From an optimization exercise on the open Yosys and OpenROAD flow, aimed at small area, a short achievable clock period and few clock cycles; shortcuts taken in it are not production practice.
Where RTL was checked, it was by simulation tests only, not by an equivalence proof against the original.
Only the layout flow was run in run 1; the RTL was not checked for function there.

## flow/design.v (module list and top-level ports; edited modules follow where they fit)
// module pixel_calculator: 1689 lines
// module plane_mapper: 87 lines
// module pixel_scheduler: 31 lines
// module mandelbrot_engine: 138 lines
module mandelbrot_engine (
	input logic tb_clk,
	input logic rst_n,
	input logic start,
	input logic [75:0] region,
	input logic [8-1:0] max_iter,
	output logic busy,
	output logic pixel_valid,
	output logic frame_done,
	output logic [23:0] pixel
);
  // ...
==> flow/flow/run.sh <==
#!/bin/bash
# The standard layout, with the port buffers on buf_4 instead of the
# default delay buffer; the constraints and period are the standard flow's.
set -euo pipefail
export BUFFER_PORTS_ARGS="-buffer_cell sky130_fd_sc_hd__buf_4"
bash standard.sh > standard.log 2>&1
==> flow/standard.sh <==
#!/bin/bash
# synth_recipe.tcl (not shown) runs the flow's synth.tcl, then flattens the netlist and writes it again
# the make line also repeats each setting of config.mk as NAME=value (left out here)
make -C /OpenROAD-flow-scripts/flow DESIGN_CONFIG=/design/flow/config.mk WORK_HOME=/design/flow/orfs CLKGATE_MAP_FILE= SYNTH_SCRIPT=/design/flow/synth_recipe.tcl "${@:-finish}"
==> flow/config.mk <==
export PLATFORM = sky130hd
export DESIGN_NAME = mandelbrot_engine
export DESIGN_NICKNAME = mandelbrot_engine
export VERILOG_FILES = /design/flow/design.v
export SDC_FILE = /design/flow/constraint.sdc
export NUM_CORES = 4
export LEC_CHECK = 0
export CAP_MARGIN = 20
export CORE_MARGIN = 2
export CORE_UTILIZATION = 40
export CTS_CLUSTER_DIAMETER = 100
export CTS_CLUSTER_SIZE = 24
export PLACE_DENSITY = 0.6
export SLEW_MARGIN = 20
==> flow/constraint.sdc <==
create_clock -name core_clock -period 15.0 [get_ports {tb_clk}]
set_input_delay 3.0000 -clock core_clock [delete_from_list [all_inputs] [get_ports {tb_clk}]]
set_output_delay 3.0000 -clock core_clock [all_outputs]
set_load 0.01 [all_outputs]
==> run summary, run 1 <==
Outcome: timing/DRC/antenna clean
Synth top cells by count: 470 x inv_1, 354 x nand2_1, 330 x dfxtp_1
Top flop regs: region_q: 56 flops, pixel: 24 flops
Critical Path AT: 4810 ps
Die W: 269 µm
GR Util All Layers: 0.179
Worst reg2reg path startpoint: unit[0].pixel_calculator_i.m_bi[1]
YS warnings: 5
Drc violations: 0
Number of synthesized register bits: 436
Worst-path clk slew: 100 ps
Multi-Input Combinational: 1,912
Starting Density: 0.403
DR WL met2: 30,100 µm
Setup Slack @ Placement: 10,660 ps
Initial antenna violation count: 0
Hold buffers post-CTS: 0
Met3 Wirelength: 2880 µm
Clk cell area share: 0.0262
Vias per Instance: 4.92
Biggest register: region_q
Die height: 269 µm
Synthesized Nets: 3,529
Area delta synth->final: 9.09%
Setup violations, final: 0
CP endpoint kind: flop
Signal buffers: 124
Met2 Resource Use GR: 0.298
Vias: 19,400
Final worst slack: 10,680 ps
Post-CTS Setup Repair Bufs: 0
Critical Path Stages: 17
Worst R2R Path Depth: 17
Area fraction in compound gates after synthesis: 0.0719
==> module mandelbrot_engine, before the edit <==
module mandelbrot_engine (
	input logic tb_clk,
	input logic rst_n,
	input logic start,
	input logic [75:0] region,
	input logic [8-1:0] max_iter,
	output logic busy,
	output logic pixel_valid,
	output logic frame_done,
	output logic [23:0] pixel
);
	localparam int NU = 1;
	logic [55:0] region_q;
	logic [7:0] mi_q;
	logic [7:0] mi_m1;
	logic mi_small;
	logic idle;
	logic frame_load;
	logic take;
	logic avail;
	logic avail_next;
	logic any_next;
	logic [7:0] map_x;
	logic [7:0] map_y;
	logic [12:0] map_cr;
	logic [12:0] map_ci;
	logic map_in_r;
	logic map_in_i;
	logic [NU-1:0] u_free;
	logic [NU-1:0] u_avail;
	logic [NU-1:0] u_take;
	logic [NU-1:0] u_req;
	logic [NU-1:0] u_ok;
	logic [NU-1:0] u_any;
	logic [23:0] u_data [NU];
	always_ff @(posedge tb_clk)
	begin
		if (idle)
		begin
			region_q <= {region[75:56], region[35:0]};
			mi_q <= max_iter;
		end
	end
	always_ff @(posedge tb_clk)
	begin
		mi_small <= (mi_q[7:1] == 7'd0);
		mi_m1 <= mi_q - 8'd1;
	end
	pixel_scheduler pixel_scheduler_i (
		.tb_clk(tb_clk),
		.rst_n(rst_n),
		.start(start),
		.avail_next(avail_next),
		.any_valid_next(any_next),
		.busy(busy),
		.idle(idle),
		.frame_load(frame_load),
		.frame_done(frame_done)
	);
	plane_mapper plane_mapper_i (
		.tb_clk(tb_clk),
		.rst_n(rst_n),
		.idle(idle),
		.frame_load(frame_load),
		.take(take),
		.origin_im(region[55:36]),
		.region_q(region_q),
		.x(map_x),
		.y(map_y),
		.cr(map_cr),
		.ci(map_ci),
		.in_r(map_in_r),
		.in_i(map_in_i),
		.avail(avail),
		.avail_next(avail_next)
	);
	always_comb
	begin
		for (int u = 0; u < NU; u++)
		begin
			u_avail[u] = avail;
			u_ok[u] = 1'b1;
			for (int v = 0; v < u; v++)
			begin
				if (u_free[v])
					u_avail[u] = 1'b0;
				if (u_req[v])
					u_ok[u] = 1'b0;
			end
		end
	end
	assign take = |u_take;
	assign any_next = |u_any;
	for (genvar u = 0; u < NU; u++)
	begin : unit
		pixel_calculator pixel_calculator_i (
			.tb_clk(tb_clk),
			.rst_n(rst_n),
			.mi_q(mi_q),
			.mi_small(mi_small),
			.mi_m1(mi_m1),
			.avail(u_avail[u]),
			.free(u_free[u]),
			.new_x(map_x),
			.new_y(map_y),
			.new_cr(map_cr),
			.new_ci(map_ci),
			.new_in_r(map_in_r),
			.new_in_i(map_in_i),
			.take(u_take[u]),
			.ret_req(u_req[u]),
			.ret_ok(u_ok[u]),
			.ret_data(u_data[u]),
			.any_next(u_any[u])
		);
	end
	logic [23:0] out_data;
	always_comb
	begin
		out_data = u_data[NU-1];
		for (int u = NU - 2; u >= 0; u--)
		begin
			if (u_req[u])
				out_data = u_data[u];
		end
	end
	always_ff @(posedge tb_clk)
	begin
		if (!rst_n)
			pixel_valid <= 1'b0;
		else
			pixel_valid <= |u_req;
	end
	always_ff @(posedge tb_clk)
	begin
		pixel <= out_data;
	end
endmodule
==> run 2: changes to the inputs <==
--- a/flow/design.v
+++ b/flow/design.v
@@ -81,17 +81,17 @@
 	assign zr = h_zr;
 	assign zi = h_zi;
 	assign cr = ins ? (new_in_r ? new_cr : 13'h1000) : h_cr;
 	assign ci = ins ? (new_in_i ? new_ci : 13'h1000) : h_ci;
 	assign sr = ins ? SENT : h_sr;
 	assign si = ins ? SENT : h_si;
 	assign xk = ins ? new_x : h_x;
 	assign yk = ins ? new_y : h_y;
-	assign kk = ins ? 8'd0 : (pend ? h_k : h_k + 8'd1);
+	assign kk = pend ? h_k : h_k + 8'd1;
 	assign zr13 = zr[12:0];
 	assign zi13 = zi[12:0];
 	logic signed [14:0] zrs;
 	logic signed [14:0] zis;
 	assign zrs = zr;
 	assign zis = zi;
 	assign oor = (zrs > 15'sd2048) || (zrs < -15'sd2048) || (zis > 15'sd2048) || (zis < -15'sd2048);
 	assign match = (zr13 == sr) && (zi13 == si);
@@ -1206,17 +1206,23 @@
 		m_bp <= {prd_w262, prd_w260, prd_w258, prd_w256, prd_w255, prd_w253, prd_w251, prd_w249, prd_w247, prd_w245, prd_w243, prd_w241, prd_w239, prd_w237, prd_w235} & {15{!ins}};
 		m_clp <= prd_lo[9] && !ins;
 		m_cr <= cr;
 		m_ci <= ci;
 		m_sr <= (save && !ins) ? zr13 : sr;
 		m_si <= (save && !ins) ? zi13 : si;
 		m_x <= xk;
 		m_y <= yk;
-		m_k <= kk;
+	end
+	always_ff @(posedge tb_clk)
+	begin
+		if (ins)
+			m_k <= 8'd0;
+		else
+			m_k <= kk;
 	end
 	logic ezr_w1;
 	logic ezr_w2;
 	assign ezr_w1 = m_ar[0] ^ m_br[0] ^ ~m_ai[0];
 	assign ezr_w2 = (m_ar[0] & m_br[0]) | (~m_ai[0] & (m_ar[0] ^ m_br[0]));
 	logic ezr_w3;
 	logic ezr_w4;
 	assign ezr_w3 = m_ar[1] ^ m_br[1] ^ ~m_ai[1];
@@ -1834,17 +1840,17 @@
 	input logic start,
 	input logic [75:0] region,
 	input logic [8-1:0] max_iter,
 	output logic busy,
 	output logic pixel_valid,
 	output logic frame_done,
 	output logic [23:0] pixel
 );
-	localparam int NU = 1;
+	localparam int NU = 3;
 	logic [55:0] region_q;
 	logic [7:0] mi_q;
 	logic [7:0] mi_m1;
 	logic mi_small;
 	logic idle;
 	logic frame_load;
 	logic take;
 	logic avail;
==> flow/flow/run.sh (replaced) <==
#!/bin/bash
# The standard layout (standard.sh, unchanged synthesis), with the port
# buffers on buf_2 instead of the default delay buffer. The constraints and
# the clock period are the standard flow's.
set -euo pipefail
export BUFFER_PORTS_ARGS="-buffer_cell sky130_fd_sc_hd__buf_2"
bash standard.sh > standard.log 2>&1
--- a/flow/config.mk
+++ b/flow/config.mk
@@ -6,9 +6,9 @@
 export NUM_CORES = 4
 export LEC_CHECK = 0
 export CAP_MARGIN = 20
 export CORE_MARGIN = 2
 export CORE_UTILIZATION = 40
 export CTS_CLUSTER_DIAMETER = 100
 export CTS_CLUSTER_SIZE = 24
 export PLACE_DENSITY = 0.6
-export SLEW_MARGIN = 20
+export SLEW_MARGIN = 70
==> run summary, run 2 <==
CP Class: reg2out (was reg2reg)
Share of cells above drive strength 1: 0.0738 (was 0.0741)
Post-synth top area share: 0.257 (was 0.235)
Commonest non-fill, non-tap cell in the layout: inv_1 (unchanged)
CP Launch Type: flop (unchanged)
R2R Path End: unit[2].pixel_calculator_i.h_zr[14] (was unit[0].pixel_calculator_i.h_zr[14])
H-tree depth: 2 (was 1)
CP endpoint kind: primary output (was flop)
Number of synthesized register bits: 990 (was 436)
Final cell count without fillers: 9,479 (was 3,934)
Synthesized Nets: 8,792 (was 3,529)
Top post-synthesis cells by area: dfxtp_1 26%, fa_1 25%, ha_1 11% (was dfxtp_1 23%, fa_1 21%, edfxtp_1 11%)
Area of the multi-input gates: 0.0424 mm² (was 0.0162 mm²)
GP Congestion: 0.920 (was 0.844)
Ys async rst share: 0 (unchanged)
Vias per Instance: 4.98 (was 4.92)
Worst Path Max Fanout: 1 (was 3)
Vias in the first global route: 49,600 (was 19,700)
YS warnings: 5 (unchanged)
Final worst path period need: 4400 ps (was 4320 ps)
Setup Slack @ Placement: 10,710 ps (was 10,660 ps)
Synthesized cell area: 0.0688 mm² (was 0.0281 mm²)
GR Util All Layers: 0.209 (was 0.179)
Synth area leader: dfxtp_1 (unchanged)
Register Area: 0.0210 mm² (was 0.00979 mm²)
Most common flop cell mapped by yosys: dfxtp_1 (unchanged)
Syn avg cell area: 9.50 µm² (was 9.61 µm²)
Placed cell areas: 0.0724 mm² (was 0.0299 mm²)
Placed insts: 9,383 (was 3,891)
Nets: 8,754 (was 3,579)
Routed len/inst: 19.0 µm (was 16.4 µm)
First-pass GRT wire length: 284,000 µm (was 105,000 µm)
Worst reg2reg path startpoint: unit[2].pixel_calculator_i.m_bi[1] (was unit[0].pixel_calculator_i.m_bi[1])
Worst-path cell chain: buf_2 (was inv_1 -> ha_1 -> inv_1 -> fa_1 -> inv_1 -> fa_1 -> inv_1 -> fa_1 -> nor2b_1 -> o21ai_0 -> a21boi_0 -> o21ai_0 -> a21boi_0 -> o2111ai_1 -> a31oi_1 -> and4_1 -> nor3_1)
Synth unique cells: 74 (unchanged)
CP top delay family: flip-flops (was adder cells)
Fillers: 16,600 (was 6,906)
Final worst slack: 10,600 ps (was 10,680 ps)
Initial antenna violation count: 18 (was 0)
1st-iter DRT viols: 3,208 (was 1,137)
Hold Slack: 322 ps (about the same)
Area of the core: 0.171 mm² (was 0.0699 mm²)
Outcome: timing/DRC/antenna clean (unchanged)
Biggest register: region_q (unchanged)
Clock tree buffer depth: 3 (unchanged)
Post-Route Setup TNS: 0 ps (unchanged)
Utilization after layout: 0.434 (was 0.439)
Crit path to: pixel_valid (was unit[0].pixel_calculator_i.h_zr[14])
Die W: 419 µm (was 269 µm)
Congestion Overflow GR: 0 (unchanged)
Final Cycle Share: 0.293 (was 0.288)
Sequential share of the synthesized area: 0.304 (was 0.348)
Resized cells post-CTS: 0 (unchanged)
Worst R2R Path Depth: 17 (unchanged)
Final wirelength: 180,000 µm (was 64,400 µm)
Hold buffers post-CTS: 0 (unchanged)
Critical Path AT: 1400 ps (was 4810 ps)
Worst slew pin tran: 503 ps (was 1020 ps)
CP Launch Point: pixel_valid (was unit[0].pixel_calculator_i.m_bi[1])
Worst-path clk slew: 90 ps (was 100 ps)
Die height: 419 µm (was 269 µm)
Critical path buffer and inverter count: 1 (was 4)
Detailed-placement wirelength estimate: 142,000 µm (was 50,200 µm)
Setup Skew: 61.7 ps (was 39.4 ps)
Critical Path Stages: 1 (was 17)
Starting Density: 0.402 (was 0.403)
Root buf cell: clkbuf_16 (unchanged)
Final Hold Viols: 0 (unchanged)
Path category of the worst min-delay check: reg2reg (unchanged)
Die area: 0.175 mm² (was 0.0725 mm²)
Post-CTS Setup Repair Bufs: 0 (unchanged)
TritonCTS clock tree: built (unchanged)
Worst path slowest cell: dfxtp_1 (was fa_1)
Max Freq: 0.227 GHz (was 0.232 GHz)
Setup violations, final: 0 (unchanged)
Drc violations: 0 (unchanged)
Clock Sinks: 990 (was 436)
Crit-path max cell delay: 490 ps (was 520 ps)
Final Max Tran Viols: 0 (unchanged)
DR pass1 iterations: 5 (unchanged)
Area delta synth->final: 7.96% (was 9.09%)
RSZ-0062 raised after global routing: no (unchanged)
Row count: 152 (was 97)
Final Cell Area: 0.0743 mm² (was 0.0307 mm²)
Req. time, crit path: 12,000 ps (was 15,490 ps)
Worst-Skew Late Latency: 720 ps (was 590 ps)
Worst slew margin: 0.662 (was 0.322)
Final ANT Viol Nets: 0 (unchanged)
R2r setup slk: 10,670 ps (was 10,680 ps)
Max FFs per register: 56 (unchanged)
TritonCTS buffer count: 53 (was 25)
Post-synth EDFFs: 106 (unchanged)
Leading cell type by number of instances after synthesis: inv_1 (unchanged)
Gate Count Post-Synth: 7,244 (was 2,928)
Most frequent cells in the layout: 1,322 x inv_1, 872 x fa_1, 826 x dfxtp_1 (was 470 x inv_1, 354 x nand2_1, 329 x dfxtp_1)
# Max-Cap Violations: 0 (unchanged)
Largest net degree at the start of global routing: 54 (was 94)
Buffers on Ports: 113 (unchanged)
I/O pin count: 114 (unchanged)
Synth top cells by count: 1,328 x inv_1, 884 x dfxtp_1, 872 x fa_1 (was 470 x inv_1, 354 x nand2_1, 330 x dfxtp_1)
Vias: 47,200 (was 19,400)
## run 2: metal layers
layer  routed length, µm  up-vias  GRT usage
met1               77600    23500      0.276
met4                7380        4     0.0758
met2               85800     1174      0.354
met5                  24        -          0
li1                    -    22300          -
met3                8850      294     0.0230
## run 2: cell type report
type	count	area share
inverters	1356	0.0686
multi-input cells	4625	0.570
diodes	9	0.000303
flip-flops and latches	990	0.282
clock inverters	22	0.00421
clock buffers	64	0.0190
repair buffers	180	0.0176
well taps	2233	0.0376
## run 2: logic make-up after synthesis
| logic type | Yosys count | share of synthesized area |
|---|---|---|
| XOR/XNOR | 242 | 0.0308 |
| buffers and inverters | 1629 | 0.0890 |
| AND/OR/NAND/NOR | 2148 | 0.140 |
| multiplexers | 89 | 0.0132 |
| AO/OA/AOI/OAI | 685 | 0.0629 |
| flip-flops | 990 | 0.304 |
| adder cells (fa/ha/maj) | 1461 | 0.361 |
## run 2: worst min path at each step
stage	startpoint	end	slack [ps]	depth (start not counted)
after floorplan	unit[0].pixel_calculator_i.m_si[0]	unit[0].pixel_calculator_i.h_si[0]	310	0
after global placement	unit[2].pixel_calculator_i.m_sr[7]	unit[2].pixel_calculator_i.h_sr[7]	310	0
final	unit[2].pixel_calculator_i.m_cr[1]	unit[2].pixel_calculator_i.h_cr[1]	320	0
after global routing	unit[1].pixel_calculator_i.m_sr[8]	unit[1].pixel_calculator_i.h_sr[8]	330	0
after detailed placement	unit[0].pixel_calculator_i.m_y[5]	unit[0].pixel_calculator_i.h_y[5]	310	0
after CTS	unit[1].pixel_calculator_i.m_x[2]	unit[1].pixel_calculator_i.h_x[2]	320	0
Testbench counts of run 2, summed over its fixed seeds: cycles 119,026.

## afterwards: timing with drivers on the ports
The flow's constraints put no driver on any port. The routed layouts listed below were extracted and timed again, unchanged, in two steps.
Step 1 (the two cells are an assumption about what drives the block):
set clk [get_ports {tb_clk}]
set_driving_cell -lib_cell sky130_fd_sc_hd__clkbuf_16 $clk
set_driving_cell -lib_cell sky130_fd_sc_hd__buf_2 [delete_from_list [all_inputs] $clk]
Step 2 times the ports against the registers' clock, not the clock port: input delays grow and output delays shrink by t, the midpoint of the rising clock arrivals with the driver on.
a / b / c = no drivers / after step 1 / after step 2; a / b = the first two.
run	t, ns	setup slack, ns	worst hold slack (ns)	worst setup path after step 2
run 1	0.639	10.682 / 10.682 / 10.682	0.322 / 0.322 / 0.322	register to register
run 2	0.768	10.600 / 10.526 / 10.666	0.322 / 0.322 / 0.322	register to register
After both steps every run listed still meets setup and hold.
